Source: an optimization exercise on an open RTL-to-GDS flow (aim: small area and few clock cycles). Production flows keep margins and buffers that such runs may drop. Where RTL was checked, it was by simulation tests only, not by an equivalence proof against the original.

==> inputs of run Z <==
==> flow/design.v <==
`default_nettype none
package dmem_pkg;
    localparam int rob_w       = 5;
    localparam int prf_w       = 6;
    localparam int cache_lines = 32;  
    localparam logic [1:0] bus_none  = 2'h0;
    localparam logic [1:0] bus_load  = 2'h1;  
    localparam logic [1:0] bus_store = 2'h2;
    localparam logic [1:0] size_byte   = 2'h0;
    localparam logic [1:0] size_half   = 2'h1;
    localparam logic [1:0] size_word   = 2'h2;
    localparam logic [1:0] size_double = 2'h3;
    typedef union packed {
        logic [15:0] word;
        struct packed {
            logic [7:0] tag;
            logic [4:0] index;
            logic [2:0] offset;
        } fields;
    } dmem_addr_t;
    function automatic logic [31:0] load_align(
        input logic [63:0] blk,
        input logic [2:0]  offset,
        input logic [1:0]  size
    );
        logic [63:0] sh;
        sh = blk >> {offset, 3'b000};
        case (size)
            size_byte: load_align = {24'h0, sh[7:0]};
            size_half: load_align = {16'h0, sh[15:0]};
            default:   load_align = sh[31:0];  
        endcase
    endfunction
    function automatic logic [31:0] load_align_nat(
        input logic [63:0] blk,
        input logic [2:0]  offset,
        input logic [1:0]  size
    );
        logic [7:0]  b0;
        logic [7:0]  b1;
        logic [15:0] hi;
        b0 = blk[{offset, 3'b000} +: 8];
        b1 = blk[{offset[2:1], 4'b1000} +: 8];
        hi = offset[2] ? blk[63:48] : blk[31:16];
        load_align_nat = {size[1] ? hi : 16'h0, size != size_byte ? b1 : 8'h0, b0};
    endfunction
endpackage
`default_nettype wire
`timescale 1ns/1ps
`default_nettype none
module lsq #(
    parameter int n = 4,
    parameter bit byp_over_st = 1'b1
) (
    input  logic                               clock,
    input  logic                               reset,
    input  logic                               except,
    input  logic                               ld_en,
    input  logic [1:0]                         ld_size,
    input  logic [dmem_pkg::rob_w-1:0]         ld_rob_idx,
    input  logic [dmem_pkg::prf_w-1:0]         ld_prf_idx,
    input  logic                               st_en,
    input  logic [1:0]                         st_size,
    input  logic [31:0]                        st_data,
    input  logic [dmem_pkg::rob_w-1:0]         st_rob_idx,
    input  logic                               commit,
    input  logic                               alu_is_valid,
    input  logic [dmem_pkg::rob_w-1:0]         alu_rob_idx,
    input  logic [31:0]                        alu_data,
    input  logic [3:0]                         mem2proc_response,
    input  logic [63:0]                        mem2proc_data,
    input  logic [3:0]                         mem2proc_tag,
    output logic                               can_take,
    output logic                               cdb_valid_out,
    output logic [31:0]                        cdb_data_out,
    output logic [dmem_pkg::prf_w-1:0]         cdb_prf_idx_out,
    output logic [dmem_pkg::rob_w-1:0]         cdb_rob_idx_out,
    output logic [1:0]                         dmem_command,
    output logic [15:0]                        dmem_addr,
    output logic [1:0]                         dmem_size,
    output logic [63:0]                        dmem_data
);
    localparam int cw = $clog2(n + 1);
    logic [n-1:0]               e_valid;
    logic [n-1:0]               e_st;      
    logic [n-1:0]               e_ak;      
    logic [n-1:0]               e_iss;     
    logic [15:0]                e_addr  [n];
    logic [1:0]                 e_size  [n];
    logic [dmem_pkg::rob_w-1:0] e_rob   [n];
    logic [31:0]                e_pay   [n];  
    logic [n-1:0]               e_older [n];
    logic [cw-1:0]              credits;      
    logic [n-1:0] older_m [n];
    always_comb begin
        for (int e = 0; e < n; e++) older_m[e] = e_older[e] & ~(n'(1) << e);
    end
    logic flush;
    assign flush = reset || except;
    logic [n-1:0] amatch;    
    logic [n-1:0] same_blk;  
    logic         a_st;      
    logic [n-1:0] a_row;     
    always_comb begin
        a_st  = 1'b0;
        a_row = '0;
        for (int e = 0; e < n; e++) begin
            amatch[e]   = alu_is_valid && e_valid[e] && !e_ak[e] && e_rob[e] == alu_rob_idx;
            same_blk[e] = e_addr[e][15:3] == alu_data[15:3];
            if (amatch[e]) begin
                a_st  = a_st | e_st[e];
                a_row = a_row | older_m[e];
            end
        end
        a_row = a_row & (~e_ak | same_blk);
    end
    logic [n-1:0] l_ready;
    logic [n-1:0] ld_pick;
    logic [n-1:0] st_head;
    logic         ld_go;
    logic         byp_ok;
    logic         byp_go;
    logic         st_want;
    logic         st_go;
    logic [n-1:0] bus_sel;
    logic         accepted;
    logic [n-1:0] written;
    always_comb begin
        ld_pick = '0;
        for (int e = 0; e < n; e++) begin
            l_ready[e] = e_valid[e] && !e_st[e] && e_ak[e] && !e_iss[e] && older_m[e] == '0;
            st_head[e] = e_valid[e] && e_st[e] && older_m[e] == '0;
        end
        for (int e = n - 1; e >= 0; e--) begin
            if (l_ready[e]) ld_pick = n'(1) << e;
        end
    end
    assign ld_go   = |l_ready;
    assign byp_ok  = |amatch && !a_st && a_row == '0;
    assign st_want = |st_head && (credits != '0 || commit);
    assign st_go   = st_want && !ld_go && !(byp_over_st && byp_ok);
    assign byp_go  = byp_ok && !ld_go && !st_go;
    assign bus_sel = st_go ? st_head : ld_pick;
    always_comb begin
        dmem_addr = '0;
        dmem_size = '0;
        dmem_data = '0;
        for (int e = 0; e < n; e++) begin
            if (bus_sel[e]) begin
                dmem_addr = dmem_addr | e_addr[e];
                dmem_size = dmem_size | e_size[e];
            end
            if (st_head[e]) dmem_data[31:0] = dmem_data[31:0] | e_pay[e];
        end
        if (byp_go) dmem_addr = alu_data[15:0];
    end
    assign dmem_command = st_go ? dmem_pkg::bus_store :
                          (ld_go || byp_go) ? dmem_pkg::bus_load : dmem_pkg::bus_none;
    assign accepted = mem2proc_response != 4'h0;
    assign written  = (st_go && accepted) ? st_head : '0;
    logic [n-1:0] hit;
    logic [2:0]   r_off;
    logic [1:0]   r_size;
    always_comb begin
        r_off           = '0;
        r_size          = '0;
        cdb_prf_idx_out = '0;
        cdb_rob_idx_out = '0;
        for (int e = 0; e < n; e++) begin
            hit[e] = e_valid[e] && e_iss[e] && e_pay[e][9:6] == mem2proc_tag;
            if (hit[e]) begin
                r_off           = r_off | e_addr[e][2:0];
                r_size          = r_size | e_size[e];
                cdb_prf_idx_out = cdb_prf_idx_out | e_pay[e][5:0];
                cdb_rob_idx_out = cdb_rob_idx_out | e_rob[e];
            end
        end
    end
    assign cdb_valid_out = |hit;
    assign cdb_data_out  = dmem_pkg::load_align_nat(mem2proc_data, r_off, r_size);
    logic [n-1:0] alloc;
    logic [n-1:0] leave;
    logic [n-1:0] valid_nx;
    always_comb begin
        alloc = '0;
        for (int e = n - 1; e >= 0; e--) begin
            if (!e_valid[e]) alloc = n'(1) << e;
        end
        if (!(ld_en || st_en)) alloc = '0;
        leave    = hit | written;
        valid_nx = (e_valid | alloc) & ~leave;
    end
    always_ff @(posedge clock) begin
        if (flush) begin
            e_valid  <= '0;
            credits  <= '0;
            can_take <= 1'b1;
        end else begin
            e_valid  <= valid_nx;
            credits  <= credits + cw'(commit) - cw'(|written);
            can_take <= !(&valid_nx);
        end
    end
    always_ff @(posedge clock) begin
        for (int e = 0; e < n; e++) begin
            e_older[e] <= older_m[e] & ~written;
            if (amatch[e]) begin
                e_ak[e]   <= 1'b1;
                e_addr[e] <= alu_data[15:0];
                if (!e_st[e]) e_older[e] <= a_row & ~written;
            end
            if (a_st && !e_st[e] && e_ak[e]) begin
                e_older[e] <= older_m[e] & ~written & ~(amatch & ~{n{same_blk[e]}});
            end
            if (accepted && ((ld_go && !st_go && ld_pick[e]) || (byp_go && amatch[e]))) begin
                e_iss[e]      <= 1'b1;
                e_pay[e][9:6] <= mem2proc_response;
            end
            if (alloc[e]) begin
                e_st[e]    <= st_en;
                e_ak[e]    <= 1'b0;
                e_iss[e]   <= 1'b0;
                e_size[e]  <= ld_en ? ld_size : st_size;
                e_rob[e]   <= ld_en ? ld_rob_idx : st_rob_idx;
                e_pay[e]   <= ld_en ? {26'h0, ld_prf_idx} : st_data;
                e_older[e] <= e_valid & e_st & ~written;
            end
        end
    end
endmodule
`default_nettype wire
`timescale 1ns/1ps
`default_nettype none
module dmem #(
    parameter int lsq_size = 8
) (
    input  logic                               clock,
    input  logic                               reset,
    input  logic                               except,
    input  logic                               ld_en,
    input  logic [1:0]                         ld_size,
    input  logic [dmem_pkg::rob_w-1:0]         ld_rob_idx,
    input  logic [dmem_pkg::prf_w-1:0]         ld_prf_idx,
    input  logic                               st_en,
    input  logic [1:0]                         st_size,
    input  logic [31:0]                        st_data,
    input  logic [dmem_pkg::rob_w-1:0]         st_rob_idx,
    input  logic                               commit,
    input  logic                               alu_is_valid,
    input  logic [dmem_pkg::rob_w-1:0]         alu_rob_idx,
    input  logic [31:0]                        alu_data,
    input  logic [3:0]                         mem2proc_response,  
    input  logic [63:0]                        mem2proc_data,
    input  logic [3:0]                         mem2proc_tag,
    output logic [$clog2(lsq_size):0]          lsq_num_free,
    output logic                               cdb_valid_out,
    output logic [31:0]                        cdb_data_out,
    output logic [dmem_pkg::prf_w-1:0]         cdb_prf_idx_out,
    output logic [dmem_pkg::rob_w-1:0]         cdb_rob_idx_out,
    output logic [1:0]                         dmem_command,
    output logic [15:0]                        dmem_addr,
    output logic [1:0]                         dmem_size,
    output logic [63:0]                        dmem_data
);
    logic can_take;
    lsq lsq_inst (
        .clock, .reset, .except,
        .ld_en, .ld_size, .ld_rob_idx, .ld_prf_idx,
        .st_en, .st_size, .st_data, .st_rob_idx,
        .commit,
        .alu_is_valid, .alu_rob_idx, .alu_data,
        .mem2proc_response, .mem2proc_data, .mem2proc_tag,
        .can_take,
        .cdb_valid_out, .cdb_data_out, .cdb_prf_idx_out, .cdb_rob_idx_out,
        .dmem_command, .dmem_addr, .dmem_size, .dmem_data
    );
    assign lsq_num_free = {{$clog2(lsq_size){1'b0}}, can_take};
endmodule
`default_nettype wire
==> flow/flow/run.sh <==
#!/bin/bash
# The standard layout, with the smallest buffer on every port instead of the
# resizer's default pick. Each tool's output stays in the logs ORFS writes
# under orfs/logs/; make's own output goes to flow_make.log.
set -euo pipefail
export BUFFER_PORTS_ARGS="-buffer_cell sky130_fd_sc_hd__buf_1"
bash standard.sh > flow_make.log 2>&1
==> flow/standard.sh <==
#!/bin/bash
# synth_recipe.tcl (not shown) runs the flow's synth.tcl, then flattens the netlist and writes it again
# the make line also repeats each setting of config.mk as NAME=value (left out here)
make -C /OpenROAD-flow-scripts/flow DESIGN_CONFIG=/design/flow/config.mk WORK_HOME=/design/flow/orfs CLKGATE_MAP_FILE= SYNTH_SCRIPT=/design/flow/synth_recipe.tcl "${@:-finish}"
==> flow/config.mk <==
export PLATFORM = sky130hd
export DESIGN_NAME = dmem
export DESIGN_NICKNAME = dmem
export VERILOG_FILES = /design/flow/design.v
export SDC_FILE = /design/flow/constraint.sdc
export NUM_CORES = 4
export LEC_CHECK = 0
export CAP_MARGIN = 20
export CORE_MARGIN = 2
export CORE_UTILIZATION = 40
export CTS_BUF_LIST = sky130_fd_sc_hd__clkbuf_4
export SLEW_MARGIN = 20
==> flow/constraint.sdc <==
create_clock -name core_clock -period 10.0 [get_ports {clock}]
set_input_delay 2.0000 -clock core_clock [delete_from_list [all_inputs] [get_ports {clock}]]
set_output_delay 2.0000 -clock core_clock [all_outputs]
set_load 0.01 [all_outputs]
==> run Y: changes against run Z <==
==> flow/design.v, changed modules only <==
module lsq #(
    parameter int n  = 2,
    parameter int nf = 2
) (
    input  logic                               clock,
    input  logic                               reset,
    input  logic                               except,
    input  logic                               ld_en,
    input  logic [1:0]                         ld_size,
    input  logic [dmem_pkg::rob_w-1:0]         ld_rob_idx,
    input  logic [dmem_pkg::prf_w-1:0]         ld_prf_idx,
    input  logic                               st_en,
    input  logic [1:0]                         st_size,
    input  logic [31:0]                        st_data,
    input  logic [dmem_pkg::rob_w-1:0]         st_rob_idx,
    input  logic                               commit,
    input  logic                               alu_is_valid,
    input  logic [dmem_pkg::rob_w-1:0]         alu_rob_idx,
    input  logic [31:0]                        alu_data,
    input  logic [3:0]                         mem2proc_response,
    input  logic [63:0]                        mem2proc_data,
    input  logic [3:0]                         mem2proc_tag,
    output logic                               can_take,
    output logic                               cdb_valid_out,
    output logic [31:0]                        cdb_data_out,
    output logic [dmem_pkg::prf_w-1:0]         cdb_prf_idx_out,
    output logic [dmem_pkg::rob_w-1:0]         cdb_rob_idx_out,
    output logic [1:0]                         dmem_command,
    output logic [15:0]                        dmem_addr,
    output logic [1:0]                         dmem_size,
    output logic [63:0]                        dmem_data
);
    localparam int cw = $clog2(n + 1);
    logic [n-1:0]               e_valid;
    logic [n-1:0]               e_st;      
    logic [n-1:0]               e_ak;      
    logic [15:0]                e_addr  [n];
    logic [1:0]                 e_size  [n];
    logic [dmem_pkg::rob_w-1:0] e_rob   [n];
    logic [31:0]                e_pay   [n];  
    logic [n-1:0]               e_older [n];
    logic [cw-1:0]              credits;      
    logic [nf-1:0]              f_valid;
    logic [3:0]                 f_tag   [nf];
    logic [2:0]                 f_off   [nf];
    logic [1:0]                 f_size  [nf];
    logic [dmem_pkg::rob_w-1:0] f_rob   [nf];
    logic [dmem_pkg::prf_w-1:0] f_prf   [nf];
    logic [n-1:0] older_m [n];
    always_comb begin
        for (int e = 0; e < n; e++) older_m[e] = e_older[e] & ~(n'(1) << e);
    end
    logic flush;
    assign flush = reset || except;
    logic [n-1:0] amatch;    
    logic [n-1:0] same_blk;  
    logic         a_st;      
    logic [n-1:0] a_row;     
    always_comb begin
        a_st  = 1'b0;
        a_row = '0;
        for (int e = 0; e < n; e++) begin
            amatch[e]   = alu_is_valid && e_valid[e] && !e_ak[e] && e_rob[e] == alu_rob_idx;
            same_blk[e] = e_addr[e][15:3] == alu_data[15:3];
            if (amatch[e]) begin
                a_st  = a_st | e_st[e];
                a_row = a_row | older_m[e];
            end
        end
        a_row = a_row & (~e_ak | same_blk);
    end
    logic [nf-1:0] hit;
    logic [2:0]    r_off;
    logic [1:0]    r_size;
    always_comb begin
        r_off           = '0;
        r_size          = '0;
        cdb_prf_idx_out = '0;
        cdb_rob_idx_out = '0;
        for (int f = 0; f < nf; f++) begin
            hit[f] = f_valid[f] && f_tag[f] == mem2proc_tag;
            if (hit[f]) begin
                r_off           = r_off | f_off[f];
                r_size          = r_size | f_size[f];
                cdb_prf_idx_out = cdb_prf_idx_out | f_prf[f];
                cdb_rob_idx_out = cdb_rob_idx_out | f_rob[f];
            end
        end
    end
    assign cdb_valid_out = |hit;
    assign cdb_data_out  = dmem_pkg::load_align_nat(mem2proc_data, r_off, r_size);
    logic [n-1:0]  l_ready;
    logic [n-1:0]  ld_pick;
    logic [n-1:0]  st_head;
    logic [nf-1:0] f_free1;   
    logic          f_room;
    logic          ld_go;
    logic          byp_ok;
    logic          byp_go;
    logic          st_want;
    logic          st_go;
    logic [n-1:0]  bus_sel;
    logic          accepted;
    logic [n-1:0]  written;
    logic [n-1:0]  sent;      
    logic [nf-1:0] f_alloc;
    always_comb begin
        ld_pick = '0;
        for (int e = 0; e < n; e++) begin
            l_ready[e] = e_valid[e] && !e_st[e] && e_ak[e] && older_m[e] == '0;
            st_head[e] = e_valid[e] && e_st[e] && older_m[e] == '0;
        end
        for (int e = n - 1; e >= 0; e--) begin
            if (l_ready[e]) ld_pick = n'(1) << e;
        end
        f_free1 = '0;
        for (int f = nf - 1; f >= 0; f--) begin
            if (!f_valid[f] || hit[f]) f_free1 = nf'(1) << f;
        end
    end
    assign f_room  = !(&(f_valid & ~hit));
    assign ld_go   = |l_ready && f_room;
    assign byp_ok  = |amatch && !a_st && a_row == '0 && f_room;
    assign st_want = |st_head && (credits != '0 || commit);
    assign st_go   = st_want && !ld_go && !byp_ok;
    assign byp_go  = byp_ok && !ld_go && !st_go;
    assign bus_sel = st_go ? st_head : ld_pick;
    always_comb begin
        dmem_addr = '0;
        dmem_size = '0;
        dmem_data = '0;
        for (int e = 0; e < n; e++) begin
            if (bus_sel[e]) begin
                dmem_addr = dmem_addr | e_addr[e];
                dmem_size = dmem_size | e_size[e];
            end
            if (st_head[e]) dmem_data[31:0] = dmem_data[31:0] | e_pay[e];
        end
        if (byp_go) dmem_addr = alu_data[15:0];
    end
    assign dmem_command = st_go ? dmem_pkg::bus_store :
                          (ld_go || byp_go) ? dmem_pkg::bus_load : dmem_pkg::bus_none;
    assign accepted = mem2proc_response != 4'h0;
    assign written  = (st_go && accepted) ? st_head : '0;
    assign sent     = !accepted ? '0 : ld_go ? ld_pick : byp_go ? amatch : '0;
    assign f_alloc  = (|sent) ? f_free1 : '0;
    logic [2:0]                 m_off;
    logic [1:0]                 m_size;
    logic [dmem_pkg::rob_w-1:0] m_rob;
    logic [dmem_pkg::prf_w-1:0] m_prf;
    always_comb begin
        m_size = '0;
        m_rob  = '0;
        m_prf  = '0;
        for (int e = 0; e < n; e++) begin
            if (sent[e]) begin
                m_size = m_size | e_size[e];
                m_rob  = m_rob | e_rob[e];
                m_prf  = m_prf | e_pay[e][5:0];
            end
        end
        m_off = dmem_addr[2:0];
    end
    logic [n-1:0] alloc;
    logic [n-1:0] valid_nx;
    always_comb begin
        alloc = '0;
        for (int e = n - 1; e >= 0; e--) begin
            if (!e_valid[e]) alloc = n'(1) << e;
        end
        if (!(ld_en || st_en)) alloc = '0;
        valid_nx = (e_valid | alloc) & ~(written | sent);
    end
    always_ff @(posedge clock) begin
        if (flush) begin
            e_valid  <= '0;
            f_valid  <= '0;
            credits  <= '0;
            can_take <= 1'b1;
        end else begin
            e_valid  <= valid_nx;
            f_valid  <= (f_valid & ~hit) | f_alloc;   
            credits  <= credits + cw'(commit) - cw'(|written);
            can_take <= !(&valid_nx);
        end
    end
    always_ff @(posedge clock) begin
        for (int f = 0; f < nf; f++) begin
            if (f_alloc[f]) begin
                f_tag[f]  <= mem2proc_response;
                f_off[f]  <= m_off;
                f_size[f] <= m_size;
                f_rob[f]  <= m_rob;
                f_prf[f]  <= m_prf;
            end
        end
        for (int e = 0; e < n; e++) begin
            e_older[e] <= older_m[e] & ~written;
            if (amatch[e]) begin
                e_ak[e]   <= 1'b1;
                e_addr[e] <= alu_data[15:0];
                if (!e_st[e]) e_older[e] <= a_row & ~written;
            end
            if (a_st && !e_st[e] && e_ak[e]) begin
                e_older[e] <= older_m[e] & ~written & ~(amatch & ~{n{same_blk[e]}});
            end
            if (alloc[e]) begin
                e_st[e]    <= st_en;
                e_ak[e]    <= 1'b0;
                e_size[e]  <= ld_en ? ld_size : st_size;
                e_rob[e]   <= ld_en ? ld_rob_idx : st_rob_idx;
                e_pay[e]   <= {st_data[31:6], ld_en ? ld_prf_idx : st_data[5:0]};
                e_older[e] <= e_valid & e_st & ~written;
            end
        end
    end
endmodule
- CAP_MARGIN: 20 -> 0
- CTS_BUF_LIST: sky130_fd_sc_hd__clkbuf_4 -> not set
- CTS_CLUSTER_DIAMETER: not set -> 100
- CTS_CLUSTER_SIZE: not set -> 25
- SLEW_MARGIN: 20 -> 0
==> run D: changes against run Z <==
==> flow/design.v, changed modules only <==
module lsq #(
    parameter int n  = 2,
    parameter int nf = 2
) (
    input  logic                               clock,
    input  logic                               reset,
    input  logic                               except,
    input  logic                               ld_en,
    input  logic [1:0]                         ld_size,
    input  logic [dmem_pkg::rob_w-1:0]         ld_rob_idx,
    input  logic [dmem_pkg::prf_w-1:0]         ld_prf_idx,
    input  logic                               st_en,
    input  logic [1:0]                         st_size,
    input  logic [31:0]                        st_data,
    input  logic [dmem_pkg::rob_w-1:0]         st_rob_idx,
    input  logic                               commit,
    input  logic                               alu_is_valid,
    input  logic [dmem_pkg::rob_w-1:0]         alu_rob_idx,
    input  logic [31:0]                        alu_data,
    input  logic [3:0]                         mem2proc_response,
    input  logic [63:0]                        mem2proc_data,
    input  logic [3:0]                         mem2proc_tag,
    output logic                               can_take,
    output logic                               cdb_valid_out,
    output logic [31:0]                        cdb_data_out,
    output logic [dmem_pkg::prf_w-1:0]         cdb_prf_idx_out,
    output logic [dmem_pkg::rob_w-1:0]         cdb_rob_idx_out,
    output logic [1:0]                         dmem_command,
    output logic [15:0]                        dmem_addr,
    output logic [1:0]                         dmem_size,
    output logic [63:0]                        dmem_data
);
    localparam int cw = $clog2(n + 1);
    logic [n-1:0]               e_valid;
    logic [n-1:0]               e_st;      
    logic [n-1:0]               e_ak;      
    logic [15:0]                e_addr  [n];
    logic [1:0]                 e_size  [n];
    logic [dmem_pkg::rob_w-1:0] e_rob   [n];
    logic [31:0]                e_pay   [n];  
    logic [n-1:0]               e_older [n];
    logic [cw-1:0]              credits;      
    logic [nf-1:0]              f_valid;
    logic [3:0]                 f_tag   [nf];
    logic [2:0]                 f_off   [nf];
    logic [1:0]                 f_size  [nf];
    logic [dmem_pkg::rob_w-1:0] f_rob   [nf];
    logic [dmem_pkg::prf_w-1:0] f_prf   [nf];
    logic [n-1:0] older_m [n];
    always_comb begin
        for (int e = 0; e < n; e++) older_m[e] = e_older[e] & ~(n'(1) << e);
    end
    logic flush;
    assign flush = reset || except;
    logic [n-1:0] amatch;    
    logic [n-1:0] same_blk;  
    logic         a_st;      
    logic [n-1:0] a_row;     
    always_comb begin
        a_st  = 1'b0;
        a_row = '0;
        for (int e = 0; e < n; e++) begin
            amatch[e]   = alu_is_valid && e_valid[e] && !e_ak[e] && e_rob[e] == alu_rob_idx;
            same_blk[e] = e_addr[e][15:3] == alu_data[15:3];
            if (amatch[e]) begin
                a_st  = a_st | e_st[e];
                a_row = a_row | older_m[e];
            end
        end
        a_row = a_row & (~e_ak | same_blk);
    end
    logic [nf-1:0] hit;
    logic [2:0]    r_off;
    logic [1:0]    r_size;
    always_comb begin
        r_off           = '0;
        r_size          = '0;
        cdb_prf_idx_out = '0;
        cdb_rob_idx_out = '0;
        for (int f = 0; f < nf; f++) begin
            hit[f] = f_valid[f] && f_tag[f] == mem2proc_tag;
            if (hit[f]) begin
                r_off           = r_off | f_off[f];
                r_size          = r_size | f_size[f];
                cdb_prf_idx_out = cdb_prf_idx_out | f_prf[f];
                cdb_rob_idx_out = cdb_rob_idx_out | f_rob[f];
            end
        end
    end
    assign cdb_valid_out = |hit;
    assign cdb_data_out  = dmem_pkg::load_align_nat(mem2proc_data, r_off, r_size);
    logic [n-1:0]  l_ready;
    logic [n-1:0]  ld_pick;
    logic [n-1:0]  st_head;
    logic [nf-1:0] f_free1;   
    logic          f_room;
    logic          ld_go;
    logic          byp_ok;
    logic          byp_go;
    logic          st_want;
    logic          st_go;
    logic [n-1:0]  bus_sel;
    logic          accepted;
    logic [n-1:0]  written;
    logic [n-1:0]  sent;      
    logic [nf-1:0] f_alloc;
    always_comb begin
        ld_pick = '0;
        for (int e = 0; e < n; e++) begin
            l_ready[e] = e_valid[e] && !e_st[e] && e_ak[e] && older_m[e] == '0;
            st_head[e] = e_valid[e] && e_st[e] && older_m[e] == '0;
        end
        for (int e = n - 1; e >= 0; e--) begin
            if (l_ready[e]) ld_pick = n'(1) << e;
        end
        f_free1 = '0;
        for (int f = nf - 1; f >= 0; f--) begin
            if (!f_valid[f] || hit[f]) f_free1 = nf'(1) << f;
        end
    end
    assign f_room  = !(&(f_valid & ~hit));
    assign ld_go   = |l_ready && f_room;
    assign byp_ok  = |amatch && !a_st && a_row == '0 && f_room;
    assign st_want = |st_head && (credits != '0 || commit);
    assign st_go   = st_want && !ld_go && !byp_ok;
    assign byp_go  = byp_ok && !ld_go && !st_go;
    assign bus_sel = st_go ? st_head : ld_pick;
    always_comb begin
        dmem_addr = '0;
        dmem_size = '0;
        dmem_data = '0;
        for (int e = 0; e < n; e++) begin
            if (bus_sel[e]) begin
                dmem_addr = dmem_addr | e_addr[e];
                dmem_size = dmem_size | e_size[e];
            end
            if (st_head[e]) dmem_data[31:0] = dmem_data[31:0] | e_pay[e];
        end
        if (byp_go) dmem_addr = alu_data[15:0];
    end
    assign dmem_command = st_go ? dmem_pkg::bus_store :
                          (ld_go || byp_go) ? dmem_pkg::bus_load : dmem_pkg::bus_none;
    assign accepted = mem2proc_response != 4'h0;
    assign written  = (st_go && accepted) ? st_head : '0;
    assign sent     = !accepted ? '0 : ld_go ? ld_pick : byp_go ? amatch : '0;
    assign f_alloc  = (|sent) ? f_free1 : '0;
    logic [2:0]                 m_off;
    logic [1:0]                 m_size;
    logic [dmem_pkg::rob_w-1:0] m_rob;
    logic [dmem_pkg::prf_w-1:0] m_prf;
    always_comb begin
        m_size = '0;
        m_rob  = '0;
        m_prf  = '0;
        for (int e = 0; e < n; e++) begin
            if (sent[e]) begin
                m_size = m_size | e_size[e];
                m_rob  = m_rob | e_rob[e];
                m_prf  = m_prf | e_pay[e][5:0];
            end
        end
        m_off = dmem_addr[2:0];
    end
    logic [n-1:0] alloc;
    logic [n-1:0] valid_nx;
    always_comb begin
        alloc = '0;
        for (int e = n - 1; e >= 0; e--) begin
            if (!e_valid[e]) alloc = n'(1) << e;
        end
        if (!(ld_en || st_en)) alloc = '0;
        valid_nx = (e_valid | alloc) & ~(written | sent);
    end
    always_ff @(posedge clock) begin
        if (flush) begin
            e_valid  <= '0;
            f_valid  <= '0;
            credits  <= '0;
            can_take <= 1'b1;
        end else begin
            e_valid  <= valid_nx;
            f_valid  <= (f_valid & ~hit) | f_alloc;   
            credits  <= credits + cw'(commit) - cw'(|written);
            can_take <= !(&valid_nx);
        end
    end
    always_ff @(posedge clock) begin
        for (int f = 0; f < nf; f++) begin
            if (f_alloc[f]) begin
                f_tag[f]  <= mem2proc_response;
                f_off[f]  <= m_off;
                f_size[f] <= m_size;
                f_rob[f]  <= m_rob;
                f_prf[f]  <= m_prf;
            end
        end
        for (int e = 0; e < n; e++) begin
            e_older[e] <= older_m[e] & ~written;
            if (amatch[e]) begin
                e_ak[e]   <= 1'b1;
                e_addr[e] <= alu_data[15:0];
                if (!e_st[e]) e_older[e] <= a_row & ~written;
            end
            if (a_st && !e_st[e] && e_ak[e]) begin
                e_older[e] <= older_m[e] & ~written & ~(amatch & ~{n{same_blk[e]}});
            end
            if (alloc[e]) begin
                e_st[e]    <= st_en;
                e_ak[e]    <= 1'b0;
                e_size[e]  <= ld_en ? ld_size : st_size;
                e_rob[e]   <= ld_en ? ld_rob_idx : st_rob_idx;
                e_pay[e]   <= {st_data[31:6], ld_en ? ld_prf_idx : st_data[5:0]};
                e_older[e] <= e_valid & e_st & ~written;
            end
        end
    end
endmodule
==> flow/flow/run.sh (replaced) <==
#!/bin/bash
# The standard layout, with the smallest buffer on every port instead of the
# resizer's default pick, and a clock tree without dummy loads. Each tool's
# output stays in the logs ORFS writes under orfs/logs/; make's own output
# goes to flow_make.log.
set -euo pipefail
export BUFFER_PORTS_ARGS="-buffer_cell sky130_fd_sc_hd__buf_1"
export CTS_ARGS="-sink_clustering_enable -repair_clock_nets -sink_clustering_size 40 -sink_clustering_max_diameter 100 -dont_use_dummy_load -buf_list sky130_fd_sc_hd__clkbuf_8"
bash standard.sh > flow_make.log 2>&1
- CTS_BUF_LIST: sky130_fd_sc_hd__clkbuf_4 -> not set
==> impl_metrics.toml <==
[setup_path]
rr_worst_depth = 9
reg2reg_to = "lsq_inst.f_rob[0][0]$_DFFE_PP_"
arrival_ns = 5.18

[yosys]
synth_edf_count = 152
synth-xor-area-share = 0.0500

[global_routing]
use_met3 = 0.0605
grt_pass1_wl_mm = 30.0
grt_usage = 0.183

[min_path]
hold_end = "lsq_inst.f_valid[0]$_SDFF_PP0_"

[pwr]
powerClk_uw = 345
sw_frac_of_total = 0.218
seq-power_uw = 779

[timing]
tightest_slew_ns = 0.936

[run_status]
status = "finished clean"
# the run above: run D

==> impl_metrics.toml <==
[run_status]
status = "finished clean"

[yosys]
synth-xor-area-share = 0.0500
synth_edf_count = 152

[global_routing]
use_met3 = 0.0605
grt_usage = 0.184

[pwr]
seq-power_uw = 779
powerClk_uw = 644

[setup_path]
reg2reg_to = "lsq_inst.f_rob[0][3]$_DFFE_PP_"
# the run above: run Y

==> impl_metrics.toml <==
[run_status]
status = "finished clean"

[pwr]
powerClk_uw = 956
seq-power_mw = 1.20

[clocking]
clk_latency_ns = 0.71

[setup_path]
reg2reg_to = "lsq_inst.credits[2]$_SDFF_PP0_"
arrival_ns = 5.42
rr_worst_depth = 17

[global_routing]
use_met3 = 0.0643
grt_pass1_wl_mm = 62.2

[timing]
tightest_slew_ns = 1.13

[yosys]
synth_edf_count = 224
synth-xor-area-share = 0.0571

[final_layout]
regArea_sq_mm = 0.00729
# the run above: run Z

Testbench counts of run Y, summed over its fixed seeds: cycles 62,774.
Testbench counts of run D, summed over its fixed seeds: cycles 62,774.
Only the layout flow was run in run Z; the RTL was not checked for function there.

==> static timing again, ports no longer ideal <==
How much do the figures lean on ideal ports? The routed layouts below were timed once more, with nothing changed but the port constraints.
Step 1 (the two cells are an assumption about what drives the block):
set clk [get_ports {clock}]
set_driving_cell -lib_cell sky130_fd_sc_hd__clkbuf_16 $clk
set_driving_cell -lib_cell sky130_fd_sc_hd__buf_2 [delete_from_list [all_inputs] $clk]
Step 2 times the ports against the registers' clock, not the clock port: input delays grow and output delays shrink by t, the midpoint of the rising clock arrivals with the driver on.
a / b / c = ideal / step 1 / step 2; a / b = the first two.
run | shift t [ns] | slack for setup (ns) | worst register clock-pin slew, ns | cell pins on the clock port's net
run Z | 0.735 | 2.577 / 2.489 / 2.489 | 0.07 / 0.07 | 1
run Y | 0.466 | 2.803 / 2.769 / 2.769 | 0.07 / 0.07 | 1
run D | 0.472 | 2.823 / 2.787 / 2.787 | 0.09 / 0.09 | 1
After both steps every run listed still meets setup and hold. For run Z, which loses most, drivers alone change the setup slack by -0.088 ns; drivers and shift together by -0.088 ns.
